This is an optimization exercise on Yosys and OpenROAD, whose aim is small area and few clock cycles, not a production implementation. In this exercise RTL edits were held to simulation tests only and were not proved equivalent to the original. Power and IR drop assume default switching activity.

## tile_window_unit
module tile_window_unit #(
    parameter int CHANNELS = DEF_CHANNELS,
    parameter int WIDTH    = DEF_WIDTH,
    parameter int TILE     = DEF_TILE,
    parameter int STRIDE   = DEF_STRIDE
) (
    input  wire logic                                   i_clk,
    input  wire logic                                   i_rst,
    input  wire logic                                   i_restart,
    input  wire logic [PIXEL_W-1:0]                     i_pixel,
    input  wire logic                                   i_pixel_valid,
    output logic                                        o_pixel_ready,
    output logic      [CHANNELS*TILE*TILE*PIXEL_W-1:0]  o_tile,
    output logic                                        o_tile_req,
    input  wire logic                                   i_tile_ack
);
    logic [1:0]           push_ch;
    logic                 push_par;
    logic                 push;
    logic [2*PIXEL_W-1:0] push_data;
    logic                 full_sel;
    logic                 band_set;
    logic                 front_valid;
    logic                 pop;
    bank_sequencer #(
        .CHANNELS (CHANNELS),
        .WIDTH    (WIDTH)
    ) u_sequencer (
        .i_clk         (i_clk),
        .i_rst         (i_rst),
        .i_restart     (i_restart),
        .i_pixel       (i_pixel),
        .i_pixel_valid (i_pixel_valid),
        .o_pixel_ready (o_pixel_ready),
        .i_full_sel    (full_sel),
        .o_push_ch     (push_ch),
        .o_push_par    (push_par),
        .o_push        (push),
        .o_push_data   (push_data),
        .o_band_set    (band_set)
    );
    row_bank #(
        .CHANNELS (CHANNELS),
        .TILE     (TILE)
    ) u_row_bank (
        .i_clk         (i_clk),
        .i_rst         (i_rst),
        .i_clear       (i_restart),
        .i_push_ch     (push_ch),
        .i_push_par    (push_par),
        .i_push        (push),
        .i_push_data   (push_data),
        .i_pop         (pop),
        .o_full_sel    (full_sel),
        .o_front_valid (front_valid),
        .o_tile        (o_tile)
    );
    tile_assembler u_assembler (
        .i_clk         (i_clk),
        .i_rst         (i_rst),
        .i_restart     (i_restart),
        .i_band_set    (band_set),
        .i_front_valid (front_valid),
        .o_pop         (pop),
        .o_tile_req    (o_tile_req),
        .i_tile_ack    (i_tile_ack)
    );
endmodule
Size: about 2000 cells after synthesis, roughly 1100 flip-flops, roughly 38000 sq um of cells after synthesis.
export LEC_CHECK = 0
export ABC_AREA = 1
export CAP_MARGIN = 20
export CORE_MARGIN = 2
export CORE_UTILIZATION = 70
export CTS_BUF_LIST = sky130_fd_sc_hd__clkbuf_8
export CTS_CLUSTER_DIAMETER = 50
export CTS_CLUSTER_SIZE = 22
export SLEW_MARGIN = 20
create_clock -name core_clock -period 5.0 [get_ports {i_clk}]
standard.sh (not shown) runs the stock make flow with config.mk's settings and CLKGATE_MAP_FILE= SYNTH_SCRIPT=/design/flow/synth_recipe.tcl, a recipe that flattens the netlist after the stock synthesis.
==> flow/flow/run.sh <==
#!/bin/bash
# Standard layout, with the smallest buffer on the ports.
set -euo pipefail
export BUFFER_PORTS_ARGS="-buffer_cell sky130_fd_sc_hd__buf_1"
bash standard.sh > standard_flow.log 2>&1
Testbench counts at the start, summed over its fixed seeds: cycles 7,841.
Next try:
==> flow/run.sh (new file) <==
#!/bin/bash
# synth_recipe.tcl (not shown) runs the flow's synth.tcl, then flattens the netlist and writes it again
# the make line also repeats each setting of config.mk as NAME=value (left out here)
make -C /OpenROAD-flow-scripts/flow DESIGN_CONFIG=/design/flow/config.mk WORK_HOME=/design/flow/orfs CLKGATE_MAP_FILE= SYNTH_SCRIPT=/design/flow/synth_recipe.tcl finish
--- a/flow/config.mk
+++ b/flow/config.mk
@@ -8 +7,0 @@
-export ABC_AREA = 1
@@ -11 +10 @@
-export CORE_UTILIZATION = 70
+export CORE_UTILIZATION = 65
@@ -14 +13 @@
-export CTS_CLUSTER_SIZE = 22
+export CTS_CLUSTER_SIZE = 18
removed: flow/flow/run.sh
removed: flow/standard.sh
Routed wire length went up by 10%.
Core utilization went down by 0.98 points.
Die area went up by 7.6%.
Cell count went up by 1.7%.
Count of clock-buffer cells in the layout went up by 6.
Synthesized cell count went down by 3.6%.
Synthesized area barely changes.
Sequential power barely changes.
Worst hold slack loses 3.7 ps.
First-iteration DRC count went up by 21%.


Another version of the RTL of tile_window_unit (not shown whole).
Size in the first run: roughly 1900 cells after synthesis, roughly 1100 flip-flops, about 400 I/O pins, roughly 0.038 mm2 of cells after synthesis.
Settings: LEC_CHECK=0, ABC_AREA=1, CAP_MARGIN=20, CORE_MARGIN=2, CORE_UTILIZATION=60, CTS_BUF_LIST=sky130_fd_sc_hd__clkbuf_4 sky130_fd_sc_hd__clkbuf_8, CTS_CLUSTER_DIAMETER=50, CTS_CLUSTER_SIZE=18, SLEW_MARGIN=20; clock period 5.0 ns.
==> flow/flow/run.sh <==
#!/bin/bash
# Standard layout, with the smallest buffer on the ports.
set -euo pipefail
export BUFFER_PORTS_ARGS="-buffer_cell sky130_fd_sc_hd__buf_1"
bash standard.sh > standard_flow.log 2>&1
The starting point passed the timing, DRC and antenna checks.
Testbench counts at the start, summed over its fixed seeds: cycles 7,899.
Then changed:
--- a/flow/config.mk
+++ b/flow/config.mk
@@ -10,4 +10,4 @@
 export CORE_MARGIN = 2
-export CORE_UTILIZATION = 60
-export CTS_BUF_LIST = sky130_fd_sc_hd__clkbuf_4 sky130_fd_sc_hd__clkbuf_8
+export CORE_UTILIZATION = 70
+export CTS_BUF_LIST = sky130_fd_sc_hd__clkbuf_8
 export CTS_CLUSTER_DIAMETER = 50
The new run completed with no timing, DRC or antenna violations. Worst hold slack got worse by 0.075 ns. Routed wire length decreases by about 4.3%. Setup slack is better by 0.013 ns.
Then changed:
==> flow/flow/run.sh (replaced) <==
#!/bin/bash
# Standard layout, with the smallest buffer on the ports and no dummy
# loads in the clock tree.
set -euo pipefail
export BUFFER_PORTS_ARGS="-buffer_cell sky130_fd_sc_hd__buf_1"
export CTS_ARGS="-sink_clustering_enable -repair_clock_nets -sink_clustering_size 20 -sink_clustering_max_diameter 60 -buf_list sky130_fd_sc_hd__clkbuf_8 -dont_use_dummy_load"
bash standard.sh > standard_flow.log 2>&1
--- a/flow/config.mk
+++ b/flow/config.mk
@@ -12,4 +12,4 @@
 export CTS_BUF_LIST = sky130_fd_sc_hd__clkbuf_8
-export CTS_CLUSTER_DIAMETER = 50
-export CTS_CLUSTER_SIZE = 18
+export CTS_CLUSTER_DIAMETER = 60
+export CTS_CLUSTER_SIZE = 16
 export SLEW_MARGIN = 20
What happened:
- The changed run passed the timing, DRC and antenna checks
- final cell count falls by 2.9%
- clock power falls by 21%
- count of clock-buffer cells in the layout falls by 21
Then changed:
==> flow/flow/run.sh (replaced) <==
#!/bin/bash
# Standard layout, with the smallest buffer on the ports.
set -euo pipefail
export BUFFER_PORTS_ARGS="-buffer_cell sky130_fd_sc_hd__buf_1"
bash standard.sh > standard_flow.log 2>&1
Outcome:
- The changed run finished with timing, DRC and antenna clean
- hold slack loses 0.0096 ns
- synthesized area does not change
- core utilization went up by 0.80 points
- clock skew drops by 0.034 ns
- sequential power hardly moves
- design area rose by 1.1%
- via count increases by 1.3%
- total power came out higher by 3.7%
- sequential share of layout area shrinks by 0.95 points
- clock power goes up by 14%


The RTL this note starts from:
==> flow/design.v <==
`default_nettype none
package tile_pkg;
    localparam int PIXEL_W = 8;
    localparam int DEF_CHANNELS = 3;
    localparam int DEF_WIDTH    = 10;
    localparam int DEF_TILE     = 4;
    localparam int DEF_STRIDE   = 2;
    localparam logic [1:0] HS_IDLE         = 2'd0;
    localparam logic [1:0] HS_REQ          = 2'd1;
    localparam logic [1:0] HS_WAIT_ACK_LOW = 2'd2;
endpackage
`default_nettype wire
`timescale 1ns/100ps
`default_nettype none
import tile_pkg::*;
module row_buffer #(
    parameter int DEPTH = 10,
    parameter int EW    = 2 * PIXEL_W,
    parameter int SHOW  = 7
) (
    input  wire logic                 i_clk,
    input  wire logic                 i_rst,
    input  wire logic                 i_clear,
    input  wire logic                 i_push,
    input  wire logic [EW-1:0]        i_data,
    input  wire logic                 i_pop,
    output logic                      o_full,
    output logic                      o_front_valid,
    output logic [SHOW*EW-1:0]        o_front
);
    logic [EW-1:0]    data_q [0:DEPTH-1];
    logic [DEPTH-1:0] valid_q;
    logic [DEPTH-1:0] load;
    logic [DEPTH:0]   vac;
    always_comb begin
        vac[0] = i_pop;
        for (int i = 0; i < DEPTH - 1; i++) begin
            load[i]  = (!valid_q[i] || vac[i]) && valid_q[i+1];
            vac[i+1] = load[i];
        end
        load[DEPTH-1] = i_push;
        vac[DEPTH]    = 1'b0;
    end
    always_ff @(posedge i_clk or posedge i_rst) begin
        if (i_rst) begin
            valid_q <= '0;
        end else if (i_clear) begin
            valid_q <= '0;
        end else begin
            for (int i = 0; i < DEPTH; i++) begin
                valid_q[i] <= (valid_q[i] && !vac[i]) || load[i];
            end
        end
    end
    always_ff @(posedge i_clk) begin
        for (int i = 0; i < DEPTH - 1; i++) begin
            if (load[i]) begin
                data_q[i] <= data_q[i+1];
            end
        end
        if (load[DEPTH-1]) begin
            data_q[DEPTH-1] <= i_data;
        end
    end
    assign o_full        = valid_q[DEPTH-1];
    assign o_front_valid = &valid_q[SHOW-1:0];
    for (genvar s = 0; s < SHOW; s++) begin : g_front
        assign o_front[s*EW +: EW] = data_q[s];
    end
endmodule
`default_nettype wire
`timescale 1ns/100ps
`default_nettype none
import tile_pkg::*;
module row_bank #(
    parameter int CHANNELS = DEF_CHANNELS,
    parameter int TILE     = DEF_TILE,
    parameter int D_E0     = 13,
    parameter int D_E1     = 12,
    parameter int D_E2     = 10,
    parameter int D_O      = 10
) (
    input  wire logic                                   i_clk,
    input  wire logic                                   i_rst,
    input  wire logic                                   i_clear,
    input  wire logic [1:0]                             i_push_ch,
    input  wire logic                                   i_push_par,
    input  wire logic                                   i_push,
    input  wire logic [2*PIXEL_W-1:0]                   i_push_data,
    input  wire logic                                   i_pop,
    output logic                                        o_full_sel,
    output logic                                        o_front_valid,
    output logic      [CHANNELS*TILE*TILE*PIXEL_W-1:0]  o_tile
);
    localparam int EW = 2 * PIXEL_W;
    logic [2*CHANNELS-1:0] full;
    logic [2*CHANNELS-1:0] fvalid;
    for (genvar p = 0; p < 2; p++) begin : g_par
        for (genvar ch = 0; ch < CHANNELS; ch++) begin : g_ch
            localparam int Q = p * CHANNELS + ch;
            localparam int DEPTH = (p == 1) ? D_O :
                                   (ch == 0) ? D_E0 : (ch == 1) ? D_E1 : D_E2;
            logic [7*EW-1:0] front;
            row_buffer #(
                .DEPTH (DEPTH),
                .EW    (EW),
                .SHOW  (7)
            ) u_q (
                .i_clk         (i_clk),
                .i_rst         (i_rst),
                .i_clear       (i_clear),
                .i_push        (i_push && (i_push_par == p[0]) && (i_push_ch == ch[1:0])),
                .i_data        (i_push_data),
                .i_pop         (i_pop),
                .o_full        (full[Q]),
                .o_front_valid (fvalid[Q]),
                .o_front       (front)
            );
            assign o_tile[((ch*TILE + p)*TILE + 0)*PIXEL_W +: EW]     = front[0*EW +: EW];
            assign o_tile[((ch*TILE + p)*TILE + 2)*PIXEL_W +: EW]     = front[1*EW +: EW];
            assign o_tile[((ch*TILE + p + 2)*TILE + 0)*PIXEL_W +: EW] = front[5*EW +: EW];
            assign o_tile[((ch*TILE + p + 2)*TILE + 2)*PIXEL_W +: EW] = front[6*EW +: EW];
        end
    end
    assign o_full_sel    = full[int'(i_push_par) * CHANNELS + int'(i_push_ch)];
    assign o_front_valid = &fvalid;
endmodule
`default_nettype wire
`timescale 1ns/100ps
`default_nettype none
import tile_pkg::*;
module bank_sequencer #(
    parameter int CHANNELS = DEF_CHANNELS,
    parameter int WIDTH    = DEF_WIDTH
) (
    input  wire logic                   i_clk,
    input  wire logic                   i_rst,
    input  wire logic                   i_restart,
    input  wire logic [PIXEL_W-1:0]     i_pixel,
    input  wire logic                   i_pixel_valid,
    output logic                        o_pixel_ready,
    input  wire logic                   i_full_sel,
    output logic [1:0]                  o_push_ch,
    output logic                        o_push_par,
    output logic                        o_push,
    output logic [2*PIXEL_W-1:0]        o_push_data,
    output logic                        o_band_set
);
    logic [$clog2(WIDTH)-1:0] col_q;
    logic [1:0]               ch_q;
    logic                     par_q;
    logic                     primed_q;
    logic [PIXEL_W-1:0]       even_q;
    logic accept;
    logic row_end;
    assign o_pixel_ready = !col_q[0] || !i_full_sel;
    assign accept        = i_pixel_valid && o_pixel_ready && !i_restart;
    assign row_end       = accept && (col_q == WIDTH - 1) && (ch_q == CHANNELS - 1);
    assign o_push_ch   = ch_q;
    assign o_push_par  = par_q;
    assign o_push      = accept && col_q[0];
    assign o_push_data = {i_pixel, even_q};
    assign o_band_set  = row_end && par_q && primed_q;
    always_ff @(posedge i_clk) begin
        if (accept && !col_q[0]) begin
            even_q <= i_pixel;
        end
    end
    always_ff @(posedge i_clk or posedge i_rst) begin
        if (i_rst) begin
            col_q    <= '0;
            ch_q     <= '0;
            par_q    <= 1'b0;
            primed_q <= 1'b0;
        end else if (i_restart) begin
            col_q    <= '0;
            ch_q     <= '0;
            par_q    <= 1'b0;
            primed_q <= 1'b0;
        end else if (accept) begin
            if (col_q == WIDTH - 1) begin
                col_q <= '0;
                if (ch_q == CHANNELS - 1) begin
                    ch_q  <= '0;
                    par_q <= !par_q;
                    if (par_q) begin
                        primed_q <= 1'b1;
                    end
                end else begin
                    ch_q <= ch_q + 1'b1;
                end
            end else begin
                col_q <= col_q + 1'b1;
            end
        end
    end
endmodule
`default_nettype wire
`timescale 1ns/100ps
`default_nettype none
import tile_pkg::*;
module tile_assembler (
    input  wire logic   i_clk,
    input  wire logic   i_rst,
    input  wire logic   i_restart,
    input  wire logic   i_band_set,
    input  wire logic   i_front_valid,
    output logic        o_pop,
    output logic        o_tile_req,
    input  wire logic   i_tile_ack
);
    logic [1:0] state_q;
    logic [1:0] step_q;
    logic       owed_q;
    logic       flush_q;
    logic       ready;
    logic       done;
    assign ready = (owed_q || i_band_set) && i_front_valid && !flush_q;
    assign done  = (state_q == HS_REQ) && i_tile_ack;
    assign o_pop = done || flush_q;
    always_ff @(posedge i_clk or posedge i_rst) begin
        if (i_rst) begin
            state_q <= HS_IDLE;
            step_q  <= '0;
            owed_q  <= 1'b0;
            flush_q <= 1'b0;
        end else begin
            flush_q <= done && (step_q == 2'd3);
            if (i_restart) begin
                step_q <= '0;
            end else if (done) begin
                step_q <= step_q + 1'b1;
            end
            if (i_restart) begin
                owed_q <= 1'b0;
            end else if (i_band_set) begin
                owed_q <= 1'b1;
            end else if (done && (step_q == 2'd3)) begin
                owed_q <= 1'b0;
            end
            case (state_q)
                HS_IDLE: begin
                    if (ready && !i_tile_ack) begin
                        state_q <= HS_REQ;
                    end
                end
                HS_REQ: begin
                    if (i_tile_ack) begin
                        state_q <= HS_WAIT_ACK_LOW;
                    end
                end
                HS_WAIT_ACK_LOW: begin
                    if (!i_tile_ack) begin
                        state_q <= ready ? HS_REQ : HS_IDLE;
                    end
                end
                default: state_q <= HS_IDLE;
            endcase
        end
    end
    assign o_tile_req = (state_q == HS_REQ);
endmodule
`default_nettype wire
`timescale 1ns/100ps
`default_nettype none
import tile_pkg::*;
module tile_window_unit #(
    parameter int CHANNELS = DEF_CHANNELS,
    parameter int WIDTH    = DEF_WIDTH,
    parameter int TILE     = DEF_TILE,
    parameter int STRIDE   = DEF_STRIDE
) (
    input  wire logic                                   i_clk,
    input  wire logic                                   i_rst,
    input  wire logic                                   i_restart,
    input  wire logic [PIXEL_W-1:0]                     i_pixel,
    input  wire logic                                   i_pixel_valid,
    output logic                                        o_pixel_ready,
    output logic      [CHANNELS*TILE*TILE*PIXEL_W-1:0]  o_tile,
    output logic                                        o_tile_req,
    input  wire logic                                   i_tile_ack
);
    logic [1:0]           push_ch;
    logic                 push_par;
    logic                 push;
    logic [2*PIXEL_W-1:0] push_data;
    logic                 full_sel;
    logic                 band_set;
    logic                 front_valid;
    logic                 pop;
    bank_sequencer #(
        .CHANNELS (CHANNELS),
        .WIDTH    (WIDTH)
    ) u_sequencer (
        .i_clk         (i_clk),
        .i_rst         (i_rst),
        .i_restart     (i_restart),
        .i_pixel       (i_pixel),
        .i_pixel_valid (i_pixel_valid),
        .o_pixel_ready (o_pixel_ready),
        .i_full_sel    (full_sel),
        .o_push_ch     (push_ch),
        .o_push_par    (push_par),
        .o_push        (push),
        .o_push_data   (push_data),
        .o_band_set    (band_set)
    );
    row_bank #(
        .CHANNELS (CHANNELS),
        .TILE     (TILE)
    ) u_row_bank (
        .i_clk         (i_clk),
        .i_rst         (i_rst),
        .i_clear       (i_restart),
        .i_push_ch     (push_ch),
        .i_push_par    (push_par),
        .i_push        (push),
        .i_push_data   (push_data),
        .i_pop         (pop),
        .o_full_sel    (full_sel),
        .o_front_valid (front_valid),
        .o_tile        (o_tile)
    );
    tile_assembler u_assembler (
        .i_clk         (i_clk),
        .i_rst         (i_rst),
        .i_restart     (i_restart),
        .i_band_set    (band_set),
        .i_front_valid (front_valid),
        .o_pop         (pop),
        .o_tile_req    (o_tile_req),
        .i_tile_ack    (i_tile_ack)
    );
endmodule
`default_nettype wire
clock: 5.0 ns
lec_check: 0
cap_margin: 20
core_margin: 2
core_utilization: 65
cts_buf_list: sky130_fd_sc_hd__clkbuf_16
cts_cluster_diameter: 60
cts_cluster_size: 36
slew_margin: 20
run.sh (not shown) runs the stock make flow with config.mk's settings and CLKGATE_MAP_FILE= SYNTH_SCRIPT=/design/flow/synth_recipe.tcl, a recipe that flattens the netlist after the stock synthesis.
Stock flow here: none of the scripts above is used.
Testbench counts at the start, summed over its fixed seeds: cycles 7,841.
==> next run, changes <==
==> flow/flow/run.sh (new file) <==
#!/bin/bash
# Standard layout, with the smallest buffer on the ports.
set -euo pipefail
export BUFFER_PORTS_ARGS="-buffer_cell sky130_fd_sc_hd__buf_1"
bash standard.sh > standard_flow.log 2>&1
==> flow/standard.sh (new file) <==
#!/bin/bash
# synth_recipe.tcl (not shown) runs the flow's synth.tcl, then flattens the netlist and writes it again
# the make line also repeats each setting of config.mk as NAME=value (left out here)
make -C /OpenROAD-flow-scripts/flow DESIGN_CONFIG=/design/flow/config.mk WORK_HOME=/design/flow/orfs CLKGATE_MAP_FILE= SYNTH_SCRIPT=/design/flow/synth_recipe.tcl "${@:-finish}"
- ABC_AREA: not set -> 1
- CORE_UTILIZATION: 65 -> 70
- CTS_BUF_LIST: sky130_fd_sc_hd__clkbuf_16 -> sky130_fd_sc_hd__clkbuf_8
- CTS_CLUSTER_DIAMETER: 60 -> 50
- CTS_CLUSTER_SIZE: 36 -> 18
removed: flow/run.sh
Effect: Register-to-register slack is better by 0.21 ns. Core utilization climbs by 0.75 points. Area after synthesis hardly moves. Routed wire length went down by 8.0%. Sequential cell count is unchanged.
==> next run, changes <==
- ABC_AREA: 1 -> not set
- CORE_UTILIZATION: 70 -> 65
Die area rose by a little under a tenth.
Power climbs slightly.
Global-route usage rose by 0.50 points.
Non-clock buffer count climbs by 33.
Routed wire length rises by roughly a tenth.

==> separate check: timing with driven ports <==
The flow's constraints put no driver on any port. The routed layouts listed below were extracted and timed again, unchanged, in two steps. Step 1 sets driving cells, clkbuf_16 on the clock port and buf_2 on the other inputs (assumed; they add their load-dependent delay and slew). Step 2, shift: input delay + t, output delay - t, t = (earliest + latest rising clock arrival at the registers) / 2. This alone moves slack from input paths to output paths. a / b / c = ideal ports / drivers / drivers and shift; a / b = the first two.
run	t (ns)	setup WS [ns]	worst hold slack (ns)
the first run of note 1	0.732	1.468 / 1.410 / 1.828	0.409 / 0.409 / 0.409
the second run of note 1	0.754	0.620 / 0.560 / 1.256	0.405 / 0.405 / 0.405
the first run of note 2	0.740	1.468 / 1.413 / 1.607	0.405 / 0.405 / 0.405
the second run of note 2	0.730	1.481 / 1.425 / 1.489	0.330 / 0.316 / 0.401
the third run of note 2	0.687	1.519 / 1.462 / 1.495	0.349 / 0.334 / 0.367
the fourth run of note 2	0.718	1.508 / 1.451 / 1.703	0.340 / 0.322 / 0.407
the first run of note 3	0.680	0.672 / 0.608 / 1.195	0.412 / 0.412 / 0.412
the second run of note 3	0.722	1.479 / 1.417 / 1.789	0.412 / 0.412 / 0.412
the third run of note 3	0.738	0.930 / 0.870 / 1.358	0.407 / 0.395 / 0.407
After both steps every run listed still meets setup and hold. For the third run of note 2, which loses most, drivers alone change the setup slack by -0.057 ns; drivers and shift together by -0.024 ns.
